This design comes from an exercise in tuning for small area and a short achievable clock period on the open sky130 flow, not from production work. The RTL was checked by simulation tests, not by an equivalence proof against the original design. No activity file was given, so power comes from the tool's default toggle rates. No driver is modelled on the clock port, so clocking that relies on it looks cheaper here than on a real chip.

==> flow/design.v <==
module read_data_sink #(
    parameter int DATA_W     = 128,
    parameter int ID_W       = 4,
    parameter int BURST_LEN  = 100,
    parameter int NUM_BURSTS = 5,
    parameter int EXP_ID     = 0,
    parameter int FIFO_DEPTH = 16
) (
    input  logic                            clk,
    input  logic                            sys_rst_n,
    input  logic                            init_done,
    input  logic [DATA_W-1:0]               AXI_RDATA,
    input  logic [ID_W-1:0]                 AXI_RID,
    input  logic                            AXI_RLAST,
    input  logic [1:0]                      AXI_RRESP,
    input  logic                            AXI_RVALID,
    output logic                            AXI_RREADY,
    output logic [DATA_W-1:0]               m_data,
    output logic                            m_last,
    output logic                            m_valid,
    input  logic                            m_ready,
    output logic [$clog2(NUM_BURSTS+1)-1:0] burst_cnt,
    output logic [$clog2(BURST_LEN)-1:0]    beat_cnt,
    output logic                            err_last,
    output logic                            err_resp,
    output logic                            err_id,
    output logic                            rd_done
);
    localparam int BURST_W = $clog2(NUM_BURSTS+1);
    localparam int BEAT_W  = $clog2(BURST_LEN);
    localparam int CNT_W   = $clog2(FIFO_DEPTH) + 1;
    localparam int RAM_N   = FIFO_DEPTH - 1;
    localparam logic [1:0] IDLE_ST  = 2'b00;
    localparam logic [1:0] RUN_ST   = 2'b01;
    localparam logic [1:0] DRAIN_ST = 2'b10;
    localparam logic [1:0] DONE_ST  = 2'b11;
    localparam logic [BEAT_W-1:0]  BEAT_LAST   = BEAT_W'(BURST_LEN - 1);
    localparam logic [BURST_W-1:0] BURST_FINAL = BURST_W'(NUM_BURSTS - 1);
    localparam logic [BURST_W-1:0] BURST_MAX   = BURST_W'(NUM_BURSTS);
    localparam logic [CNT_W-1:0]   CNT_FULL    = CNT_W'(FIFO_DEPTH);
    localparam logic [ID_W-1:0]    EXP_ID_V    = ID_W'(EXP_ID);
    localparam logic [1:0]         RESP_OKAY   = 2'b00;
    logic [1:0]          state_r, state_nxt_s;
    logic [CNT_W-1:0]    cnt_r, cnt_nxt_s;
    logic [BEAT_W-1:0]   beat_cnt_r;
    logic [BURST_W-1:0]  burst_cnt_r;
    logic                err_last_r, err_resp_r, err_id_r;
    logic                rd_done_r;
    logic                rready_r;
    logic                valid_r;
    logic                last_r;
    logic                head_in_r;       
    logic [RAM_N-1:0]    wr_oh_r;         
    logic [RAM_N-1:0]    rd_oh_r;         
    logic [DATA_W-1:0]   head_r;
    logic [DATA_W-1:0]   ram_r [RAM_N];
    logic [DATA_W-1:0]   head_d_s;
    logic srst_s, acc_s, pop_s, last_flag_s, final_beat_s;
    logic ram_push_s, ram_pop_s;
    logic eq0_s, eq1_s, c0_s, c1_s;
    assign srst_s       = !init_done;
    assign acc_s        = AXI_RVALID && rready_r;
    assign pop_s        = m_ready && !c0_s;
    assign last_flag_s  = (beat_cnt_r == BEAT_LAST);
    assign final_beat_s = acc_s && last_flag_s && (burst_cnt_r == BURST_FINAL);
    assign c0_s         = (cnt_r == '0);    
    assign c1_s         = (cnt_r == CNT_W'(1));
    logic st_idle_s, st_run_s, st_drain_s, st_done_s;
    logic fb_arm_s;       
    logic full_s, c15_s, c2_s;
    logic up_s, dn_s;
    logic [CNT_W-1:0] cnt_inc_s, cnt_dec_s;
    assign st_idle_s  = (state_r == IDLE_ST);
    assign st_run_s   = (state_r == RUN_ST);
    assign st_drain_s = (state_r == DRAIN_ST);
    assign st_done_s  = (state_r == DONE_ST);
    assign fb_arm_s   = last_flag_s && (burst_cnt_r == BURST_FINAL);
    assign full_s     = cnt_r[CNT_W-1];
    assign c15_s      = (cnt_r == CNT_W'(FIFO_DEPTH - 1));
    assign c2_s       = (cnt_r == CNT_W'(2));
    assign up_s       = acc_s && !pop_s;
    assign dn_s       = pop_s && !acc_s;
    assign cnt_inc_s  = cnt_r + CNT_W'(1);
    assign cnt_dec_s  = cnt_r - CNT_W'(1);
    always_comb begin
        state_nxt_s = state_r;
        if (srst_s) begin
            state_nxt_s = IDLE_ST;
        end else begin
            case (state_r)
                IDLE_ST:  state_nxt_s = RUN_ST;
                RUN_ST:   state_nxt_s = final_beat_s ? DRAIN_ST : RUN_ST;
                DRAIN_ST: state_nxt_s = c0_s ? DONE_ST : DRAIN_ST;
                DONE_ST:  state_nxt_s = DONE_ST;
                default:  state_nxt_s = IDLE_ST;
            endcase
        end
    end
    always_comb begin
        if (srst_s)
            cnt_nxt_s = '0;
        else if (up_s)
            cnt_nxt_s = cnt_inc_s;
        else if (dn_s)
            cnt_nxt_s = cnt_dec_s;
        else
            cnt_nxt_s = cnt_r;
    end
    assign eq0_s = ({2'b00, cnt_r} == beat_cnt_r + BEAT_W'(1));
    assign eq1_s = ({2'b00, cnt_r} == beat_cnt_r + BEAT_W'(2));
    logic run_nxt_s, full_nxt_s, valid_nxt_s, head_in_nxt_s;
    assign run_nxt_s     = st_idle_s || (st_run_s && !(acc_s && fb_arm_s));
    assign full_nxt_s    = (full_s && !pop_s) || (c15_s && up_s);
    assign valid_nxt_s   = acc_s || (!c0_s && !(pop_s && c1_s));
    assign head_in_nxt_s = c0_s || (c1_s && !up_s) || (c2_s && dn_s);
    always_ff @(posedge clk or negedge sys_rst_n) begin
        if (!sys_rst_n) begin
            state_r   <= IDLE_ST;
            rd_done_r <= 1'b0;
            cnt_r     <= '0;
            rready_r  <= 1'b0;
            valid_r   <= 1'b0;
            head_in_r <= 1'b1;
            last_r    <= 1'b0;
        end else begin
            state_r   <= state_nxt_s;
            cnt_r     <= cnt_nxt_s;
            rd_done_r <= !srst_s && (st_done_s || (st_drain_s && c0_s));
            rready_r  <= !srst_s && run_nxt_s && !full_nxt_s;
            valid_r   <= !srst_s && valid_nxt_s;
            head_in_r <= srst_s || head_in_nxt_s;
            if (pop_s)
                last_r <= eq1_s || (acc_s && last_flag_s && c1_s);
            else
                last_r <= eq0_s || (acc_s && last_flag_s && c0_s);
        end
    end
    assign ram_push_s = acc_s && !(c0_s || (c1_s && pop_s));
    assign ram_pop_s  = pop_s && !head_in_r;
    always_ff @(posedge clk or negedge sys_rst_n) begin
        if (!sys_rst_n) begin
            wr_oh_r <= RAM_N'(1);
            rd_oh_r <= RAM_N'(1);
        end else if (srst_s) begin
            wr_oh_r <= RAM_N'(1);
            rd_oh_r <= RAM_N'(1);
        end else begin
            if (full_nxt_s)
                wr_oh_r <= '0;
            else if (full_s)
                wr_oh_r <= rd_oh_r;
            else if (ram_push_s)
                wr_oh_r <= {wr_oh_r[RAM_N-2:0], wr_oh_r[RAM_N-1]};
            if (ram_pop_s)
                rd_oh_r <= {rd_oh_r[RAM_N-2:0], rd_oh_r[RAM_N-1]};
        end
    end
    for (genvar k = 0; k < RAM_N; k++) begin : g_ram
        always_ff @(posedge clk) begin
            if (wr_oh_r[k])
                ram_r[k] <= AXI_RDATA;
        end
    end
    logic              hold_s, ld_in_s, ld_ram_s;
    logic [DATA_W-1:0] ram_rd_s;
    assign hold_s   = !c0_s && !m_ready;
    assign ld_in_s  = head_in_r && !hold_s;
    assign ld_ram_s = !head_in_r && m_ready;
    always_comb begin
        ram_rd_s = '0;
        for (int k = 0; k < RAM_N; k++)
            ram_rd_s = ram_rd_s | (ram_r[k] & {DATA_W{rd_oh_r[k]}});
    end
    assign head_d_s = (head_r & {DATA_W{hold_s}}) | (AXI_RDATA & {DATA_W{ld_in_s}}) |
                      (ram_rd_s & {DATA_W{ld_ram_s}});
    always_ff @(posedge clk) begin
        head_r <= head_d_s;
    end
    always_ff @(posedge clk or negedge sys_rst_n) begin
        if (!sys_rst_n) begin
            beat_cnt_r  <= {BEAT_W{1'b0}};
            burst_cnt_r <= {BURST_W{1'b0}};
        end else if (srst_s) begin
            beat_cnt_r  <= {BEAT_W{1'b0}};
            burst_cnt_r <= {BURST_W{1'b0}};
        end else if (acc_s) begin
            if (last_flag_s) begin
                beat_cnt_r <= {BEAT_W{1'b0}};
                if (burst_cnt_r < BURST_MAX) begin
                    burst_cnt_r <= burst_cnt_r + BURST_W'(1);
                end
            end else begin
                beat_cnt_r <= beat_cnt_r + BEAT_W'(1);
            end
        end
    end
    always_ff @(posedge clk or negedge sys_rst_n) begin
        if (!sys_rst_n) begin
            err_last_r <= 1'b0;
            err_resp_r <= 1'b0;
            err_id_r   <= 1'b0;
        end else if (srst_s) begin
            err_last_r <= 1'b0;
            err_resp_r <= 1'b0;
            err_id_r   <= 1'b0;
        end else if (acc_s) begin
            if (AXI_RLAST != last_flag_s) begin
                err_last_r <= 1'b1;
            end
            if (AXI_RRESP != RESP_OKAY) begin
                err_resp_r <= 1'b1;
            end
            if (AXI_RID != EXP_ID_V) begin
                err_id_r <= 1'b1;
            end
        end
    end
    assign AXI_RREADY = rready_r;
    assign m_valid    = valid_r;
    assign m_data     = head_r;
    assign m_last     = last_r;
    assign burst_cnt  = burst_cnt_r;
    assign beat_cnt   = beat_cnt_r;
    assign err_last   = err_last_r;
    assign err_resp   = err_resp_r;
    assign err_id     = err_id_r;
    assign rd_done    = rd_done_r;
endmodule
Settings: LEC_CHECK=0, CAP_MARGIN=20, CORE_MARGIN=2, CORE_UTILIZATION=70, CTS_CLUSTER_DIAMETER=80, CTS_CLUSTER_SIZE=30, SETUP_SLACK_MARGIN=2.5, SLEW_MARGIN=20, TNS_END_PERCENT=30; clock period 4.5 ns.
standard.sh (not shown) runs the stock make flow with config.mk's settings and CLKGATE_MAP_FILE= SYNTH_SCRIPT=/design/flow/synth_recipe.tcl, a recipe that flattens the netlist after the stock synthesis.
==> flow/flow/run.sh <==
#!/bin/bash
# Standard ORFS layout (the standard.sh, unchanged synthesis) with three changes:
#  - port buffers are buf_2 instead of the default delay-buffer choice,
#  - CTS without dummy loads, with sink clusters of up to 30 flops within 80 um.
# The make/ORFS output goes to flow_make.log in the work folder; ORFS keeps its
# per-step logs under orfs/logs/.
set -euo pipefail
bash standard.sh finish \
  "BUFFER_PORTS_ARGS=-buffer_cell sky130_fd_sc_hd__buf_2" \
  "CTS_ARGS=-sink_clustering_enable -repair_clock_nets -dont_use_dummy_load -sink_clustering_size 30 -sink_clustering_max_diameter 80" \
  > flow_make.log 2>&1
The baseline completed with no timing, DRC or antenna violations.
==> next run, changes <==
- SETUP_SLACK_MARGIN: 2.5 -> 2.4
=> Setup slack improves by 0.012 ns. Via count is lower slightly. Flip-flop and latch count stays the same. Power went down by a few percent. Area after synthesis stays the same. Wire length shrinks by a few percent. Register-to-register slack gains 0.07 ns. Worst hold slack improves by 0.045 ns.
==> next run, changes <==
- SETUP_SLACK_MARGIN: 2.4 -> 2.5
- TNS_END_PERCENT: 30 -> unset
- via count increases by 4.9%
- power goes up by 12%
- synthesized cell count stays the same
- cell count is higher by 2.6%
- routed wire length came out higher by 9.7%
- sequential power came out higher by about 2%
- worst setup slack loses 0.039 ns
- clock-buffer cell count does not change
- final area is higher by 5.7%
- utilization grows by 4.4 points
- worst hold slack is better by 0.0035 ns

what the ideal ports hide:
The results above use ideal ports. As a check the final layouts listed here were re-extracted and re-timed, cells and wires unchanged.
Step 1, drivers: a clkbuf_16 drives clk and a buf_2 each remaining input, both assumed.
Step 2 times the ports against the registers' clock, not the clock port: input delays grow and output delays shrink by t, the midpoint of the rising clock arrivals with the driver on.
a / b / c = ideal ports / drivers / drivers and shift; a / b = the first two.
| run | shift t [ns] | setup slack, ns | worst setup path at the end | slew at the worst register clock pin (ns) |
|---|---|---|---|---|
| the first run | 0.780 | 2.315 / 2.270 / 1.785 | input to register | 0.12 / 0.12 |
| the second run | 0.758 | 2.327 / 2.243 / 1.939 | input to register | 0.12 / 0.12 |
| the third run | 0.767 | 2.288 / 2.246 / 1.761 | input to register | 0.12 / 0.12 |
After both steps setup and hold are still met in every run listed. For the first run, which loses most, drivers alone change the setup slack by -0.045 ns; drivers and shift together by -0.530 ns.
